What follows belongs to an exercise in optimizing a design on an open flow for small area, a short achievable clock period and few clock cycles per item; a production flow would make more cautious choices.
Function was checked by simulation only, so behaviour that the tests miss may differ from the original.
Power and IR drop assume default switching activity.

==> design.v <==
`default_nettype none
package cache_pkg;
  localparam int LINE_ADDR_LEN_DEF = 3;
  localparam int WORD_BYTES        = 4;
  typedef logic [1:0] state_t;
  localparam state_t IDLE  = 2'd0;
  localparam state_t BURST = 2'd1;
  localparam state_t DONE  = 2'd2;
  typedef logic [0:0] req_id_t;
  localparam req_id_t REQ_I = 1'b0;
  localparam req_id_t REQ_D = 1'b1;
endpackage
`default_nettype wire
`default_nettype none
module rr_arbiter2 (
  input  logic [1:0] req,
  input  cache_pkg::req_id_t last_grant,
  output logic       grant_valid,
  output cache_pkg::req_id_t grant_id
);
  always_comb begin
    grant_valid = |req;
    grant_id    = cache_pkg::REQ_I;
    if (req[cache_pkg::REQ_D] && req[cache_pkg::REQ_I]) begin
      grant_id = ~last_grant;
    end else if (req[cache_pkg::REQ_D]) begin
      grant_id = cache_pkg::REQ_D;
    end
  end
endmodule
`default_nettype wire
`default_nettype none
module cache_mem_arbiter #(
  parameter int LINE_ADDR_LEN = cache_pkg::LINE_ADDR_LEN_DEF,
  parameter int ADDR_W        = 32
) (
  input  logic                           clk,
  input  logic                           rst_n,
  input  logic                           i_req,
  input  logic                           i_we,
  input  logic [ADDR_W-1:0]              i_addr,
  input  logic [32*(1<<LINE_ADDR_LEN)-1:0] i_wline,
  output logic [32*(1<<LINE_ADDR_LEN)-1:0] i_rline,
  output logic                           i_done,
  input  logic                           d_req,
  input  logic                           d_we,
  input  logic [ADDR_W-1:0]              d_addr,
  input  logic [32*(1<<LINE_ADDR_LEN)-1:0] d_wline,
  output logic [32*(1<<LINE_ADDR_LEN)-1:0] d_rline,
  output logic                           d_done,
  output logic                           mem_req,
  output logic                           mem_we,
  output logic [ADDR_W-1:0]              mem_addr,
  output logic [31:0]                    mem_wdata,
  input  logic [31:0]                    mem_rdata,
  input  logic                           mem_ready,
  output logic [31:0]                    i_served_cnt,
  output logic [31:0]                    d_served_cnt
);
  localparam int                       LINE_WORDS = 1 << LINE_ADDR_LEN;
  localparam int                       WORD_SH    = $clog2(cache_pkg::WORD_BYTES);
  localparam int                       OFF_BITS   = LINE_ADDR_LEN + WORD_SH;
  localparam logic [LINE_ADDR_LEN-1:0] LAST_BEAT  = {LINE_ADDR_LEN{1'b1}};
  logic                      r_act;           
  cache_pkg::req_id_t        r_owner;         
  logic                      r_we;
  logic [LINE_ADDR_LEN-1:0]  r_beat;
  logic [ADDR_W-1:OFF_BITS]  r_line;          
  logic [31:0]               r_wdata;         
  logic                      r_i_busy, r_d_busy;    
  logic                      r_i_done, r_d_done;
  logic [32*LINE_WORDS-1:0]  r_i_rline, r_d_rline;
  logic [31:0]               r_i_served_cnt, r_d_served_cnt;
  logic [32*(LINE_WORDS-1)-1:0] r_buf;
  logic                      w_beat, w_last, w_free, w_gnt_valid;
  cache_pkg::req_id_t        w_gnt_id, w_side_n;
  logic [LINE_ADDR_LEN-1:0]  w_beat_n;
  logic [31:0]               w_word;
  logic [32*LINE_WORDS-1:0]  w_wline_n;
  assign w_beat = r_act & mem_ready;
  assign w_last = w_beat & (r_beat == LAST_BEAT);
  assign w_free = ~r_act | (mem_ready & (r_beat == LAST_BEAT));
  rr_arbiter2 u_rr (
    .req         ({d_req & ~r_d_busy, i_req & ~r_i_busy}),
    .last_grant  (r_owner),
    .grant_valid (w_gnt_valid),
    .grant_id    (w_gnt_id)
  );
  assign w_side_n  = (w_free & w_gnt_valid) ? w_gnt_id : r_owner;
  assign w_beat_n  = (w_free & w_gnt_valid) ? '0 :
                     (w_beat ? r_beat + 1'b1 : r_beat);
  assign w_wline_n = (w_side_n == cache_pkg::REQ_D) ? d_wline : i_wline;
  assign w_word    = r_we ? r_wdata : mem_rdata;
  always_ff @(posedge clk or negedge rst_n) begin
    if (!rst_n) begin
      r_act          <= 1'b0;
      r_owner        <= cache_pkg::REQ_I;
      r_beat         <= '0;
      r_i_busy       <= 1'b0;
      r_d_busy       <= 1'b0;
      r_i_done       <= 1'b0;
      r_d_done       <= 1'b0;
      r_i_rline      <= '0;
      r_d_rline      <= '0;
      r_i_served_cnt <= '0;
      r_d_served_cnt <= '0;
    end else begin
      r_act    <= (w_free & w_gnt_valid) | (r_act & ~w_last);
      r_owner  <= w_side_n;
      r_beat   <= w_beat_n;
      r_i_busy <= (r_i_busy & ~r_i_done) |
                  (w_free & w_gnt_valid & (w_gnt_id == cache_pkg::REQ_I));
      r_d_busy <= (r_d_busy & ~r_d_done) |
                  (w_free & w_gnt_valid & (w_gnt_id == cache_pkg::REQ_D));
      r_i_done <= w_last & (r_owner == cache_pkg::REQ_I);
      r_d_done <= w_last & (r_owner == cache_pkg::REQ_D);
      if (w_last & (r_owner == cache_pkg::REQ_I)) r_i_rline <= {w_word, r_buf};
      if (w_last & (r_owner == cache_pkg::REQ_D)) r_d_rline <= {w_word, r_buf};
      r_i_served_cnt <= r_i_served_cnt + {31'd0, r_i_done};
      r_d_served_cnt <= r_d_served_cnt + {31'd0, r_d_done};
    end
  end
  always_ff @(posedge clk) begin
    if (w_free & w_gnt_valid)
      r_we <= (w_gnt_id == cache_pkg::REQ_D) ? d_we : i_we;
    r_line  <= (w_side_n == cache_pkg::REQ_D) ? d_addr[ADDR_W-1:OFF_BITS] : i_addr[ADDR_W-1:OFF_BITS];
    r_wdata <= w_wline_n[{w_beat_n, 5'd0} +: 32];
    for (int w = 0; w < LINE_WORDS - 1; w++)
      if (mem_ready && r_beat == LINE_ADDR_LEN'(w)) r_buf[32*w +: 32] <= w_word;
  end
  assign mem_req      = r_act;
  assign mem_we       = r_we;
  assign mem_addr     = {r_line, r_beat, {WORD_SH{1'b0}}};
  assign mem_wdata    = r_wdata;
  assign i_done       = r_i_done;
  assign d_done       = r_d_done;
  assign i_rline      = r_i_rline;
  assign d_rline      = r_d_rline;
  assign i_served_cnt = r_i_served_cnt;
  assign d_served_cnt = r_d_served_cnt;
endmodule
`default_nettype wire
==> run.sh <==
#!/bin/bash
# synth_recipe.tcl (not shown) runs the flow's synth.tcl, then flattens the netlist and writes it again
# the make line also repeats each setting of config.mk as NAME=value (left out here)
make -C /OpenROAD-flow-scripts/flow DESIGN_CONFIG=/design/flow/config.mk WORK_HOME=/design/flow/orfs CLKGATE_MAP_FILE= SYNTH_SCRIPT=/design/flow/synth_recipe.tcl finish
==> config.mk <==
export PLATFORM = sky130hd
export DESIGN_NAME = cache_mem_arbiter
export DESIGN_NICKNAME = cache_mem_arbiter
export VERILOG_FILES = /design/flow/design.v
export SDC_FILE = /design/flow/constraint.sdc
export NUM_CORES = 4
export LEC_CHECK = 0
export ABC_CLOCK_PERIOD_IN_PS = 2500
export CAP_MARGIN = 20
export CORE_AREA = 5 5 295 295
export DIE_AREA = 0 0 300 300
export SETUP_SLACK_MARGIN = 3.5
export SLEW_MARGIN = 20
==> constraint.sdc <==
create_clock -name core_clock -period 6.0 [get_ports {clk}]
set_input_delay 1.2000 -clock core_clock [delete_from_list [all_inputs] [get_ports {clk}]]
set_output_delay 1.2000 -clock core_clock [all_outputs]
set_load 0.01 [all_outputs]
==> results of run 1 <==
==> cells by family after synthesis <==
kind of cell | Yosys count | synth area share (%)
other | 1 | 0.009875
xor gates and xnor gates | 62 | 1.450
AOI/OAI and AO/OA | 618 | 11.82
DFF | 869 | 59.45
and+or+nand+nor | 1849 | 19.87
adders and majority gates | 10 | 0.3295
buffers and inverters | 335 | 3.552
muxes | 126 | 3.525
==> results_dict.tcl, run 1 <==
set metrics [dict create \
    stop_stage "I/O pin placement" \
    ys.warnings.count 2 \
    synthTopCellsByArea "dfrtp_1 (39%), edfxtp_1 (18%), nand2_1 (15%)" \
    synth_edf_count 225 \
    ys_ff_latch 869 \
    tool.error "[ERROR PPL-0024] Number of IO pins (1259) exceeds maximum number of available positions (1082). Increase the die perimeter from 1200.00um to 1712.24um." \
    die_h_um 300 \
    synth_commonest_cells "nand2_1 (1499), dfrtp_1 (585), edfxtp_1 (225)" \
    rows 106 \
    synth.avg_cell_area_um2 9.813 \
    synthArstFlopShare_pct 67.32 \
    yosysSeqAreaShare_pct 59.45 \
    die_x_um 300 \
    start_util_pct 45.45 \
    yosys.area.top_type "dfrtp_1" \
    status "aborted with a tool error" \
    ys_types 45 \
    ys.flop_type "dfrtp_1" \
    yosysTopAreaCellShare_pct 38.55 \
    yosysMostFrequentCell "nand2_1" \
    syn_area_um2 37980 \
    synth_cells 3870 \
]
Testbench counts, summed over its fixed seeds: cycles 5,821, lines 640.
==> run 2, diff against run 1 <==
--- a/config.mk
+++ b/config.mk
@@ -7,7 +7,7 @@
 export LEC_CHECK = 0
 export ABC_CLOCK_PERIOD_IN_PS = 2500
 export CAP_MARGIN = 20
-export CORE_AREA = 5 5 295 295
-export DIE_AREA = 0 0 300 300
+export CORE_AREA = 10 10 450 450
+export DIE_AREA = 0 0 460 460
 export SETUP_SLACK_MARGIN = 3.5
 export SLEW_MARGIN = 20
==> run 2 against run 1 <==
Net effect:
- now clean on timing, DRC and antenna
- synthesized cell count stayed put
- synthesized area stayed put
==> results_dict.tcl, run 2 <==
set metrics [dict create \
    status "timing/DRC/antenna clean" \
    ff2ff_path_depth 13 \
    cts_inserted_buffers 97 \
    die_area_um2 211600 \
    synthTopCellsByArea "dfrtp_1 (39%), edfxtp_1 (18%), nand2_1 (15%)" \
    worstSetupPathType "in2reg" \
    cts_tree "done" \
    min_path_type "reg2reg" \
    rrSetupSlack_ps 3260 \
    max_slew_margin_pct 37.39 \
    clk_pin_slew_worst_paths_ps 60 \
    ys_ff_latch 869 \
    required_ps 6650 \
    syn2layout_area_growth_pct 66.69 \
    mostFrequentLayoutCells "nand2_1 (1497), clkdlybuf4s50_1 (601), dfrtp_1 (565), buf_6 (501), buf_4 (488)" \
    reg.largest.list "r_d_rline (256), r_i_rline (256), r_buf (224)" \
    vdd_drop_max_mv 0.4023 \
    cap_violations 0 \
    yosysMostFrequentCell "nand2_1" \
    die_x_um 460 \
    syn_area_um2 37980 \
    rows 161 \
    slew_violations 0 \
    fin_nets 6150 \
    ys.warnings.count 2 \
    clock-root-buffer "clkbuf_16" \
    die_h_um 460 \
    portBuffers 1246 \
    synth_commonest_cells "nand2_1 (1499), dfrtp_1 (585), edfxtp_1 (225)" \
    start_kind "input port" \
    clock.fmax_mhz 361.7 \
    tightest_slew_ps 939.2 \
    min_period_over_period_pct 46.08 \
    start_util_pct 19.72 \
    place_area_um2 53460 \
    r2r-end "r_wdata[13]" \
    routabilityCongestion 0.9573 \
    rsz0062_at_grt "yes" \
    cts_sinks 869 \
    synth_edf_count 225 \
    clk_path_buf_depth 3 \
    hold_violations 0 \
    hold_end "r_d_rline[37]" \
    wl_per_cell_um 30.73 \
    yosys.area.top_type "dfrtp_1" \
    vias 39636 \
    drt-total-wl_mm 252.2 \
    track_usage_pct 22.09 \
    reg2reg_from "r_beat[0]" \
    globalRoute.totalOverflow 0 \
    power-per-cell-area_nw_per_um2 531.7 \
    io_pins 1259 \
    timing.setup.tns_ps 0 \
    drive_gt1_share_pct 31.43 \
    crit_fanout 66 \
    period_minus_slack_ps 2765 \
    grt_max_degree 146 \
    routed_via_density 4.830 \
    coreArea_um2 192600 \
    grt_pass1_wl_mm 328.1 \
    yosysTopAreaCellShare_pct 38.55 \
    ant_nets 0 \
    synth_cells 3870 \
    fin_worst_skew_ps 27.13 \
    arrival_ps 3410 \
    finalInstanceArea_um2 63300 \
    first_pass_iters 6 \
    ys.flop_type "dfrtp_1" \
    synthArstFlopShare_pct 67.32 \
    fin_util_pct 32.87 \
    antenna_found_initial 122 \
    yosysSeqAreaShare_pct 59.45 \
    drc_errors 0 \
    finalSetupViolations 0 \
    drt-initial-drc-count 4441 \
    cp-end-kind "flip-flop" \
    hpwl_mm 179.2 \
    htree_levels 3 \
    hp-start "r_buf[37]" \
    grt_pass1_vias 38053 \
    clk_latency_ps 720 \
    p_leak_nw 28.82 \
    synth.avg_cell_area_um2 9.813 \
    hold_depth 2 \
    ys_types 45 \
    layout_commonest_cell "nand2_1" \
    hold_buffers 0 \
]
## run 2: worst max-delay path, stage by stage
cell	delay, ps
dlygate4sd2_1	300
nand2b_4	180
buf_6	630
a221oi_1	230
o221ai_1	320
nand3_2	250
nand4_1	160
## run 2: worst max-delay path by stage
stage	slack, ps	depth (start not counted)	start	end
2_1_floorplan	3260	10	mem_ready	r_wdata[10]
3_3_place_gp	1190	9	mem_ready	r_wdata[8]
3_5_place_dp	1210	9	mem_ready	r_wdata[8]
4_1_cts	3240	12	r_beat[1]	r_wdata[8]
5_1_grt	3240	11	i_req	r_wdata[8]
6_report	3240	7	d_req	r_wdata[16]
## run 2: per-stage QoR
| step | worst slack, ps | power [mW] | cells | hold slack [ps] |
|---|---|---|---|---|
| after floorplan | 3265 | 15.35 | 3871 | 440.6 |
| after global placement | 1191 | 23.45 | 7433 | 447.4 |
| after detailed placement | 1211 | 23.62 | 7433 | 451.8 |
| after CTS | 3239 | 32.04 | 7948 | 429.3 |
| after global routing | 3244 | 34.98 | 8187 | 469.3 |
| final | 3235 | 33.66 | 8207 | 440.4 |
## run 2: cells by family after synthesis
family | count (synthesis) | share of synthesized area, %
adders and majority gates | 10 | 0.3295
other | 1 | 0.009875
DFF | 869 | 59.45
muxes | 126 | 3.525
buffers and inverters | 335 | 3.552
xor gates and xnor gates | 62 | 1.450
and+or+nand+nor | 1849 | 19.87
AOI/OAI and AO/OA | 618 | 11.82
## run 2: cell type report
cell class,instances,area (um^2)
antenna,72,180.2
clock buffer,142,2798
clock inverter,41,479.2
fill,19672,129300
inverter,45,292.8
multi-input combinational,2672,15650
sequential,869,22710
tap,2526,3161
timing repair buffer,1837,18010
timing repair inverter,3,26.28
## run 2: where the power goes
group	switching, mW	internal [mW]	total, mW
registers	1.64	8.31	9.96
clock network	2.66	3.53	6.20
logic	9.82	7.69	17.5
total	14.1	19.5	33.7
## run 2: routing by layer
metal	global-route usage, %	up-vias	routed length, um
met3	5.808	659	21610
met5	0	-	262
li1	-	16834	-
met2	37.12	2501	122100
met4	14.78	40	19020
met1	24.50	19602	89250
## run 2: repair_timing
action / CTS / global route
buffers inserted: 311 / 177
gates resized for setup: 3533 / 277
pin swaps: 59 / 90
endpoints found under the setup margin: 1563 / 843
gates cloned: 21 / 10
==> run 3, diff against run 2 <==
--- a/config.mk
+++ b/config.mk
@@ -5,9 +5,7 @@
 export SDC_FILE = /design/flow/constraint.sdc
 export NUM_CORES = 4
 export LEC_CHECK = 0
-export ABC_CLOCK_PERIOD_IN_PS = 2500
 export CAP_MARGIN = 20
 export CORE_AREA = 10 10 450 450
 export DIE_AREA = 0 0 460 460
-export SETUP_SLACK_MARGIN = 3.5
 export SLEW_MARGIN = 20
==> run 3 against run 2 <==
Net effect:
- still clean
- total power down 11%
- via count down 7.8%
- non-clock buffer count down 507
- global-route usage down 1.3 points
- clock power down 1%
- synthesized area unchanged
- final cell count down 6.6%
==> results_dict.tcl, run 3 <==
set metrics [dict create \
    min_period_over_period_pct 64.81 \
    vdd_drop_max_mv 0.4780 \
    die_x_um 460 \
    antenna_found_initial 103 \
    post-cts-setup-buffer-count 0 \
    timing.setup.tns_ps 0 \
    power-per-cell-area_nw_per_um2 526.2 \
    finalInstanceArea_um2 56850 \
    cp_slowest_cell "clkdlybuf4s50_1" \
    htree_levels 3 \
    ys.warnings.count 2 \
    synth_cells 3870 \
    start_kind "input port" \
    portBuffers 1246 \
    first_pass_iters 6 \
    routed_via_density 4.768 \
    place_area_um2 53470 \
    cts_sinks 869 \
    hold_buffers 0 \
    yosysTopAreaCellShare_pct 38.55 \
    p_leak_nw 24.09 \
    finalSetupViolations 0 \
    setup_ws_ps 2111 \
    drive_gt1_share_pct 6.695 \
    synth_compound_area_share_pct 11.82 \
    instances_no_fill 7665 \
    ys.flop_type "dfrtp_1" \
    drt-total-wl_mm 231.4 \
    clk_pin_slew_worst_paths_ps 60 \
    dp_slack_ps 1423 \
    status "timing/DRC/antenna clean" \
    die_h_um 460 \
    syn2layout_area_growth_pct 49.69 \
    vias 36548 \
    drc_errors 0 \
    cap_violations 0 \
    track_usage_pct 20.76 \
    slowest_delay_ps 760 \
    worstSetupPathType "in2reg" \
    coreArea_um2 192600 \
    synth_commonest_cells "nand2_1 (1499), dfrtp_1 (585), edfxtp_1 (225)" \
    grt_pass1_wl_mm 310.5 \
    start_util_pct 19.72 \
    ys_types 45 \
    placed_cells 7437 \
    clock-root-buffer "clkbuf_16" \
    yosysSeqAreaShare_pct 59.45 \
    drt-initial-drc-count 3770 \
    grt_pass1_vias 36209 \
    tightest_slew_ps 1161 \
    die_area_um2 211600 \
    rsz0062_at_grt "no" \
    cts_inserted_buffers 97 \
    wl_per_cell_um 30.19 \
    synth_top_family_by_area "simple AND/OR/NAND/NOR gates" \
    max_slew_margin_pct 22.59 \
    cts_tree "done" \
    grt_max_degree 144 \
    min_path_type "reg2reg" \
    mostFrequentLayoutCells "nand2_1 (1498), clkdlybuf4s50_1 (1245), dfrtp_1 (584), edfxtp_1 (225), o21ai_0 (132)" \
    clk_latency_ps 740 \
    synth_simple_gate_area_share_pct 19.87 \
    synth_edf_count 225 \
    hpwl_mm 180.7 \
    synthTopCellsByArea "dfrtp_1 (39%), edfxtp_1 (18%), nand2_1 (15%)" \
    synthMuxAreaShare_pct 3.525 \
    synth_fa_ha_area_share_pct 0.3295 \
    io_pins 1259 \
    syn_area_um2 37980 \
    arrival_ps 4560 \
    layout_commonest_cell "nand2_1" \
    clock.fmax_mhz 257.1 \
    ant_nets 0 \
    required_ps 6670 \
    period_minus_slack_ps 3889 \
    globalRoute.totalOverflow 0 \
    clk_path_buf_depth 3 \
    hold_violations 0 \
    path_cells "clkdlybuf4s50_1, a21boi_4, nor2_4, buf_4, a221oi_1, o221ai_1, nand3_1, nand4_1" \
    fin_nets 5635 \
    fin_worst_skew_ps 57.53 \
    reg.largest.list "r_d_rline (256), r_i_rline (256), r_buf (224)" \
    crit_fanout 22 \
    cp-end-kind "flip-flop" \
    synthArstFlopShare_pct 67.32 \
    yosys.area.top_type "dfrtp_1" \
    synth.avg_cell_area_um2 9.813 \
    routabilityCongestion 0.9742 \
    synth-xor-area-share_pct 1.450 \
    ys_ff_latch 869 \
    yosysMostFrequentCell "nand2_1" \
    rows 161 \
    ctsResizeCount 0 \
    slew_violations 0 \
]
[run 3: cell counts after synthesis]
Identical to the previous run, type by type.
[run 3: layout make-up]
type                       instances  area [um^2]
fill                           20117       135700
sequential                       869        22580
multi-input combinational       2667        14230
timing repair buffer            1330        13310
tap                             2526         3161
clock buffer                     139         2799
clock inverter                    43        459.2
inverter                          45        191.4
antenna                           46        115.1
[run 3: critical path: cells and delay by family]
family / cells / cell delay (ps)
AND/OR/NAND/NOR: 3 / 1140
AO/OA/AOI/OAI: 3 / 1040
buffers and inverters: 2 / 1110
[run 3: worst paths after layout]
path	from	to	depth (start not counted)	slack, ps
max reg2reg	r_beat[2]	r_wdata[3]	8	2260
max in group asynchronous	rst_n	r_i_rline[46]	2	4110
max	mem_ready	r_wdata[3]	8	2110
min in group asynchronous	rst_n	r_d_rline[65]	1	500
min	r_buf[36]	r_i_rline[36]	2	450
min reg2reg	r_buf[36]	r_i_rline[36]	2	450
[run 3: routing by layer]
metal  vias up  part of all wire [%]  GRT usage, %
li1      15753                     -             -
met1     18296                    38         24.17
met2      2034                    49         35.13
met3       449                   7.3         4.377
met4        16                   5.6         12.17
met5         -                 0.047             0
[run 3: kinds of logic after synthesis]
| logic type | after synthesis |
|---|---|
| AO/OA/AOI/OAI | 618 |
| XOR/XNOR | 62 |
| adder cells (fa/ha/maj) | 10 |
| buffers and inverters | 335 |
| flip-flops | 869 |
| multiplexers | 126 |
| other | 1 |
| AND/OR/NAND/NOR | 1849 |
[run 3: per-stage QoR]
| step | hold slack [ps] | total power, mW | util [%] |
|---|---|---|---|
| finish | 450.5 | 29.91 | 29.52 |
| CTS | 448.0 | 30.15 | 29.46 |
| global placement | 449.6 | 23.74 | 27.75 |
| floorplan | 440.6 | 15.29 | - |
| global route | 476.2 | 31.28 | 29.51 |
| detailed placement | 450.2 | 23.91 | 27.77 |
[run 3: power breakdown]
part,switching [mW],total [mW],leakage [nW],internal (mW)
clock network,2.64,6.14,1.59,3.50
registers,1.61,9.85,10.3,8.24
logic,8.27,13.9,12.2,5.66
total,12.5,29.9,24.1,17.4

## separate check: timing with driven ports
The flow's constraints put no driver on any port. The routed layouts listed below were extracted and timed again, unchanged, in two steps.
Step 1: set_driving_cell puts a clkbuf_16 on clk and a buf_2 on each other input, an assumption about the parent block.
Step 2 adds t to the input delays and takes it off the output delays; t is the mean of the earliest and latest rising clock arrival at the registers after step 1. Input paths then give back, and output paths get back, about the clock's delay inside the block.
Three values: ideal, step 1, step 2; two values: the first two.
run | t, ns | setup slack, ns | worst setup path at the end | clock arrival spread, ns
run 2 | 0.795 | 3.235 / 3.253 / 2.458 | input to register | 0.034 / 0.034
run 3 | 0.791 | 2.111 / 2.069 / 1.278 | input to register | 0.059 / 0.060
After both steps every run listed still meets setup and hold. The setup slack of run 3, which loses most, moves by -0.042 ns with the drivers and by -0.833 ns with both steps.
